Background: an optimization exercise with open tools, aiming at a short achievable clock period and few clock cycles. Do not read the settings as production practice. At most, simulation tests tie the RTL to the original design; equivalence was not proved.

## run a
==> flow/design.v <==
module multicycle_proc (
  input  logic        CLK,
  input  logic        Reset,
  input  logic [31:0] startPC,
  output logic        mem_req,
  output logic        mem_we,
  output logic [31:0] mem_addr,
  output logic [31:0] mem_wdata,
  input  logic [31:0] mem_rdata,
  input  logic        mem_ready,
  output logic [31:0] dmemOut,
  output logic        retire,
  output logic        halted
);
  localparam logic [1:0] OP_ADD = 2'd0, OP_AND = 2'd1, OP_OR = 2'd2, OP_SLT = 2'd3;
  function automatic logic [31:0] ks_add(input logic [31:0] a, input logic [31:0] b,
                                         input logic cin);
    logic [31:0] g, p, gn, pn, x;
    x = a ^ b;
    g = a & b;
    p = x;
    g[0] = g[0] | (p[0] & cin);
    for (int l = 0; l < 5; l++) begin
      gn = g;
      pn = p;
      for (int i = (1 << l); i < 32; i++) begin
        gn[i] = g[i] | (p[i] & g[i - (1 << l)]);
        pn[i] = p[i] & p[i - (1 << l)];
      end
      g = gn;
      p = pn;
    end
    ks_add = x ^ {g[30:0], cin};
  endfunction
  logic        req_q, we_q, data_q;
  logic [31:0] addr_q, wdata_q, fpc_q;
  logic        d_valid, d_pred;
  logic [5:0]  d_idx;
  logic [31:0] d_ir, d_pc4;
  logic        e_valid, e_sub, e_isBeq, e_pred, e_isLw, e_isSw;
  logic        e_selSum, e_selAnd, e_selOr, e_selSlt;
  logic        e_wr, e_val, e_ill;
  logic [4:0]  e_dest;
  logic        e_same;
  logic [5:0]  e_idx;
  logic [31:0] e_opA, e_opB, e_sd, e_alt;
  logic        m_valid, m_isLw, m_wr, m_val;
  logic [4:0]  m_dest;
  logic [31:0] m_res;
  logic        retire_q, halted_q, mp_q;
  logic [31:0] mpTgt_q;
  logic [31:0] dmemOut_q;
  logic [31:0] rf [1:31];
  logic [63:0] bht_q;
  logic stall_g, en;
  assign stall_g = req_q && !mem_ready;
  assign en      = !stall_g && !halted_q;
  logic [5:0]  opcode, funct;
  logic [4:0]  rs, rt, rd;
  logic        isR, rLegal, isAddi, isOri, isLw, isSw, isBeq, isJ, ill, beqSame;
  logic        usesRs, usesRt, wr, val, sub, useImm, fwdA, fwdB, fwdS;
  logic [1:0]  op;
  logic [31:0] opA, opB, sdv;
  logic [4:0]  dest;
  logic [31:0] imm, btgt, rsVal, rtVal, mWb;
  logic        stall_D;
  assign opcode  = d_ir[31:26];
  assign funct   = d_ir[5:0];
  assign rs      = d_ir[25:21];
  assign rt      = d_ir[20:16];
  assign rd      = d_ir[15:11];
  assign isR     = (opcode == 6'd0);
  assign rLegal  = (funct == 6'd32) || (funct == 6'd34) || (funct == 6'd36) ||
                   (funct == 6'd37) || (funct == 6'd42);
  assign isAddi  = (opcode == 6'd8);
  assign isOri   = (opcode == 6'd13);
  assign isLw    = (opcode == 6'd35);
  assign isSw    = (opcode == 6'd43);
  assign isBeq   = (opcode == 6'd4);
  assign isJ     = (opcode == 6'd2);
  assign ill     = !((isR && rLegal) || isAddi || isOri || isLw || isSw || isBeq || isJ);
  assign beqSame = isBeq && (rs == rt);
  assign usesRs  = (isR || isAddi || isOri || isLw || isSw || isBeq) && !beqSame;
  assign usesRt  = (isR || isSw || isBeq) && !beqSame;
  assign wr      = (isR && rLegal) || isAddi || isOri || isLw;
  assign val     = wr || isSw;
  assign dest    = isR ? rd : rt;
  assign sub     = isR && ((funct == 6'd34) || (funct == 6'd42));
  assign useImm  = !(isR || isBeq);
  assign imm     = isOri ? {16'h0000, d_ir[15:0]} : {{16{d_ir[15]}}, d_ir[15:0]};
  assign btgt    = ks_add(d_pc4, {{14{d_ir[15]}}, d_ir[15:0], 2'b00}, 1'b0);
  always_comb begin
    op = OP_ADD;
    if (isR) begin
      case (funct)
        6'd36:   op = OP_AND;
        6'd37:   op = OP_OR;
        6'd42:   op = OP_SLT;
        default: op = OP_ADD;
      endcase
    end else if (isOri) begin
      op = OP_OR;
    end
  end
  assign mWb   = m_isLw ? mem_rdata : m_res;
  assign rsVal = (rs == 5'd0) ? 32'h0 : (m_valid && m_wr && (m_dest == rs)) ? mWb : rf[rs];
  assign rtVal = (rt == 5'd0) ? 32'h0 : (m_valid && m_wr && (m_dest == rt)) ? mWb : rf[rt];
  assign fwdA = e_valid && e_wr && (e_dest == rs) && (rs != 5'd0);
  assign fwdB = e_valid && e_wr && (e_dest == rt) && (rt != 5'd0);
  assign opA  = fwdA ? res : rsVal;
  assign sdv  = fwdB ? res : rtVal;
  assign opB  = useImm ? imm : sdv;
  assign stall_D = d_valid && e_valid && e_isLw && (e_dest != 5'd0) &&
                   ((usesRs && (rs == e_dest)) || (usesRt && (rt == e_dest)));
  logic [31:0] aA, aB, aS, bx, sum, res;
  logic        lt, eq, unal, e_halt, mp, e_mem, ev;
  assign aA  = e_opA;
  assign aB  = e_opB;
  assign aS  = e_sd;
  assign bx  = aB ^ {32{e_sub}};
  assign sum = ks_add(aA, bx, e_sub);
  assign lt  = (aA[31] ^ aB[31]) ? aA[31] : sum[31];
  assign eq  = (aA == aB);
  assign res    = ({32{e_selSum}} & sum) | ({32{e_selAnd}} & (aA & aB)) |
                  ({32{e_selOr}} & (aA | aB)) | {31'd0, e_selSlt & lt} | ({32{e_isSw}} & aS);
  assign ev     = e_valid && !mp_q;
  assign e_mem  = e_isLw || e_isSw;
  assign unal   = e_mem && (sum[1:0] != 2'b00);
  assign e_halt = ev && (e_ill || unal);
  assign mp     = ev && e_isBeq && !e_same && (eq != e_pred);
  logic        fdone, accept, fIsJ, fPred;
  logic [31:0] fpc4, fpcNext, fBtgt;
  assign fdone  = req_q && !data_q;
  assign accept = fdone && !mp_q && !stall_D;
  assign fIsJ   = (mem_rdata[31:26] == 6'd2);
  assign fPred  = (mem_rdata[31:26] == 6'd4) &&
                  ((mem_rdata[25:21] == mem_rdata[20:16]) || bht_q[fpc_q[7:2]]);
  assign fpc4   = ks_add(fpc_q, 32'd4, 1'b0);
  assign fBtgt  = ks_add({fpc_q[31:2], 2'b11}, {{14{mem_rdata[15]}}, mem_rdata[15:0], 2'b01}, 1'b0);
  logic [31:0] fSeq;
  assign fSeq = fIsJ ? {fpc4[31:28], mem_rdata[25:0], 2'b00} : fpc4;
  always_comb begin
    if (mp_q)                          fpcNext = mpTgt_q;
    else if (!accept)                  fpcNext = fpc_q;
    else if (fPred && !fIsJ)           fpcNext = fBtgt;
    else                               fpcNext = fSeq;
  end
  always_ff @(posedge CLK) begin
    if (Reset) begin
      req_q    <= 1'b1;
      data_q   <= 1'b0;
      we_q     <= 1'b0;
      addr_q   <= startPC;
      wdata_q  <= '0;
      fpc_q    <= startPC;
      d_valid  <= 1'b0;
      e_valid  <= 1'b0;
      bht_q    <= '0;
      m_valid  <= 1'b0;
      halted_q <= 1'b0;
      mp_q     <= 1'b0;
    end else if (en) begin
      mp_q    <= mp;
      mpTgt_q <= e_alt;
      fpc_q <= fpcNext;
      if (e_halt) begin
        req_q <= 1'b0;
        halted_q <= 1'b1;
      end else if (ev && e_mem) begin
        req_q   <= 1'b1;
        data_q  <= 1'b1;
        we_q    <= e_isSw;
        addr_q  <= sum;
        wdata_q <= aS;
      end else begin
        req_q   <= 1'b1;
        data_q  <= 1'b0;
        we_q    <= 1'b0;
        addr_q  <= fpcNext;
      end
      if (mp_q)         d_valid <= 1'b0;
      else if (stall_D) d_valid <= 1'b1;
      else              d_valid <= accept;
      if (fdone && !stall_D) begin
        d_ir   <= mem_rdata;
        d_pc4  <= fpc4;
        d_pred <= fPred;
        d_idx  <= fpc_q[7:2];
      end
      if (ev && e_isBeq && !e_same) bht_q[e_idx] <= eq;
      e_valid <= d_valid && !stall_D && !mp_q;
      e_sub    <= sub;
      e_selSum <= (op == OP_ADD) && !isSw;
      e_selAnd <= (op == OP_AND);
      e_selOr  <= (op == OP_OR);
      e_selSlt <= (op == OP_SLT);
      e_isBeq <= isBeq;
      e_pred  <= d_pred;
      e_same  <= beqSame;
      e_idx   <= d_idx;
      e_isLw  <= isLw;
      e_isSw  <= isSw;
      e_wr    <= wr;
      e_val   <= val;
      e_ill   <= ill;
      e_dest  <= dest;
      e_opA   <= opA;
      e_opB   <= opB;
      e_sd    <= sdv;
      e_alt   <= d_pred ? d_pc4 : btgt;
      m_valid <= ev && !e_halt;
      m_isLw  <= e_isLw;
      m_wr    <= e_wr;
      m_val   <= e_val;
      m_dest  <= e_dest;
      m_res   <= res;
    end
  end
  always_ff @(posedge CLK) begin
    if (Reset) begin
      retire_q  <= 1'b0;
      dmemOut_q <= '0;
      for (int i = 1; i < 32; i++) rf[i] <= '0;
    end else begin
      retire_q <= en && m_valid;
      if (en && m_valid) begin
        if (m_val) dmemOut_q <= mWb;
        if (m_wr && (m_dest != 5'd0)) rf[m_dest] <= mWb;
      end
    end
  end
  assign mem_req   = req_q;
  assign mem_we    = we_q;
  assign mem_addr  = addr_q;
  assign mem_wdata = wdata_q;
  assign dmemOut   = dmemOut_q;
  assign retire    = retire_q;
  assign halted    = halted_q;
endmodule
export LEC_CHECK = 0
export ABC_CLOCK_PERIOD_IN_PS = 1000
export CAP_MARGIN = 20
export CORE_MARGIN = 2
export CORE_UTILIZATION = 40
export SETUP_SLACK_MARGIN = 4.0
export SLEW_MARGIN = 20
export TNS_END_PERCENT = 100
create_clock -name core_clock -period 6.5 [get_ports {CLK}]
standard.sh (not shown) runs the stock make flow with config.mk's settings and CLKGATE_MAP_FILE= SYNTH_SCRIPT=/design/flow/synth_recipe.tcl, a recipe that flattens the netlist after the stock synthesis.
==> flow/flow/run.sh <==
#!/bin/bash
# Standard layout, with two changes to how ORFS sizes cells: resizing may swap a
# cell for one with another footprint, and ports get buf_4 buffers instead of
# the delay buffer buffer_ports picks by default. Full output goes to standard.log.
set -euo pipefail
bash standard.sh MATCH_CELL_FOOTPRINT=0 'BUFFER_PORTS_ARGS=-buffer_cell sky130_fd_sc_hd__buf_4' finish > standard.log 2>&1
Run a finished all stages; the layout is clean.
Changes in run b relative to run a:
diff --git a/flow/design.v b/flow/design.v
--- a/flow/design.v
+++ b/flow/design.v
@@ -36,5 +36,5 @@
   logic [31:0] addr_q, wdata_q, fpc_q;
   logic        d_valid, d_pred;
-  logic [5:0]  d_idx;
+  logic [7:0]  d_idx;
   logic [31:0] d_ir, d_pc4;
   logic        e_valid, e_sub, e_isBeq, e_pred, e_isLw, e_isSw;
@@ -42,7 +42,7 @@
   logic        e_wr, e_val, e_ill;
   logic [4:0]  e_dest;
-  logic        e_same;
-  logic [5:0]  e_idx;
-  logic [31:0] e_opA, e_opB, e_sd, e_alt;
+  logic        e_same, e_off0;
+  logic [7:0]  e_idx;
+  logic [31:0] e_opA, e_opB, e_bx, e_sd, e_alt;
   logic        m_valid, m_isLw, m_wr, m_val;
   logic [4:0]  m_dest;
@@ -52,5 +52,5 @@
   logic [31:0] dmemOut_q;
   logic [31:0] rf [1:31];
-  logic [63:0] bht_q;
+  logic [255:0] bht_q;
   logic stall_g, en;
   assign stall_g = req_q && !mem_ready;
@@ -118,5 +118,5 @@
   assign aB  = e_opB;
   assign aS  = e_sd;
-  assign bx  = aB ^ {32{e_sub}};
+  assign bx  = e_bx;
   assign sum = ks_add(aA, bx, e_sub);
   assign lt  = (aA[31] ^ aB[31]) ? aA[31] : sum[31];
@@ -128,5 +128,5 @@
   assign unal   = e_mem && (sum[1:0] != 2'b00);
   assign e_halt = ev && (e_ill || unal);
-  assign mp     = ev && e_isBeq && !e_same && (eq != e_pred);
+  assign mp     = ev && e_isBeq && !e_same && !e_off0 && (eq != e_pred);
   logic        fdone, accept, fIsJ, fPred;
   logic [31:0] fpc4, fpcNext, fBtgt;
@@ -135,5 +135,5 @@
   assign fIsJ   = (mem_rdata[31:26] == 6'd2);
   assign fPred  = (mem_rdata[31:26] == 6'd4) &&
-                  ((mem_rdata[25:21] == mem_rdata[20:16]) || bht_q[fpc_q[7:2]]);
+                  ((mem_rdata[25:21] == mem_rdata[20:16]) || bht_q[fpc_q[9:2]]);
   assign fpc4   = ks_add(fpc_q, 32'd4, 1'b0);
   assign fBtgt  = ks_add({fpc_q[31:2], 2'b11}, {{14{mem_rdata[15]}}, mem_rdata[15:0], 2'b01}, 1'b0);
@@ -186,5 +186,5 @@
         d_pc4  <= fpc4;
         d_pred <= fPred;
-        d_idx  <= fpc_q[7:2];
+        d_idx  <= fpc_q[9:2];
       end
       if (ev && e_isBeq && !e_same) bht_q[e_idx] <= eq;
@@ -198,4 +198,5 @@
       e_pred  <= d_pred;
       e_same  <= beqSame;
+      e_off0  <= (d_ir[15:0] == 16'h0000);
       e_idx   <= d_idx;
       e_isLw  <= isLw;
@@ -207,4 +208,5 @@
       e_opA   <= opA;
       e_opB   <= opB;
+      e_bx    <= opB ^ {32{sub}};
       e_sd    <= sdv;
       e_alt   <= d_pred ? d_pc4 : btgt;
Notes after the runs:
- Run b ends up with a number of buffers added for setup after CTS that is 31% higher than in run a.
- Run b gives more number of distinct library cells after synthesis than run a did.
- Run a → run b: initial antenna violation count now sits higher; maximum fanout count along the critical path now smaller; share of the cycle needed by the critical path after routing has increased; area of placed instances grew by about 13%; final layout net count moved up.
- Taking run a as the reference point, the post-route met1 wirelength of run b rises by 21,000 um.
- Changes observed in run b relative to run a: fraction of area in registers decreased by 3.2 points relative to the old numbers, number of buffers inserted during clock tree synthesis picked up an extra about 13%, max-slew headroom at the worst pin climbed 0.46 points, number of signal-net buffers in the layout has increased, via count went up 23%.
- Between run a and run b, the fraction of the yosys area taken by sequential cells is higher for run a.
Testbench counts of run b, summed over its fixed seeds: cycles 10,911.
No functional check of the RTL was part of run a.

## what the ideal ports hide
The flow's constraints put no driver on any port. The routed layouts listed below were extracted and timed again, unchanged, in two steps.
Step 1 assumes that a clkbuf_16 drives the clock port and a buf_2 every other input.
Step 2 times the ports against the registers' clock, not the clock port: input delays grow and output delays shrink by t, the midpoint of the rising clock arrivals with the driver on.
a / b / c = ideal ports / drivers / drivers and shift; a / b = the first two.
run | t, ns | setup WS [ns] | worst setup path at the end
run a | 0.930 | 2.855 / 2.855 / 2.023 | input to register
run b | 0.951 | 2.664 / 2.664 / 1.862 | input to register
After both steps setup and hold are still met in every run listed. For run a, which loses most, drivers alone change the setup slack by 0.000 ns; drivers and shift together by -0.832 ns.
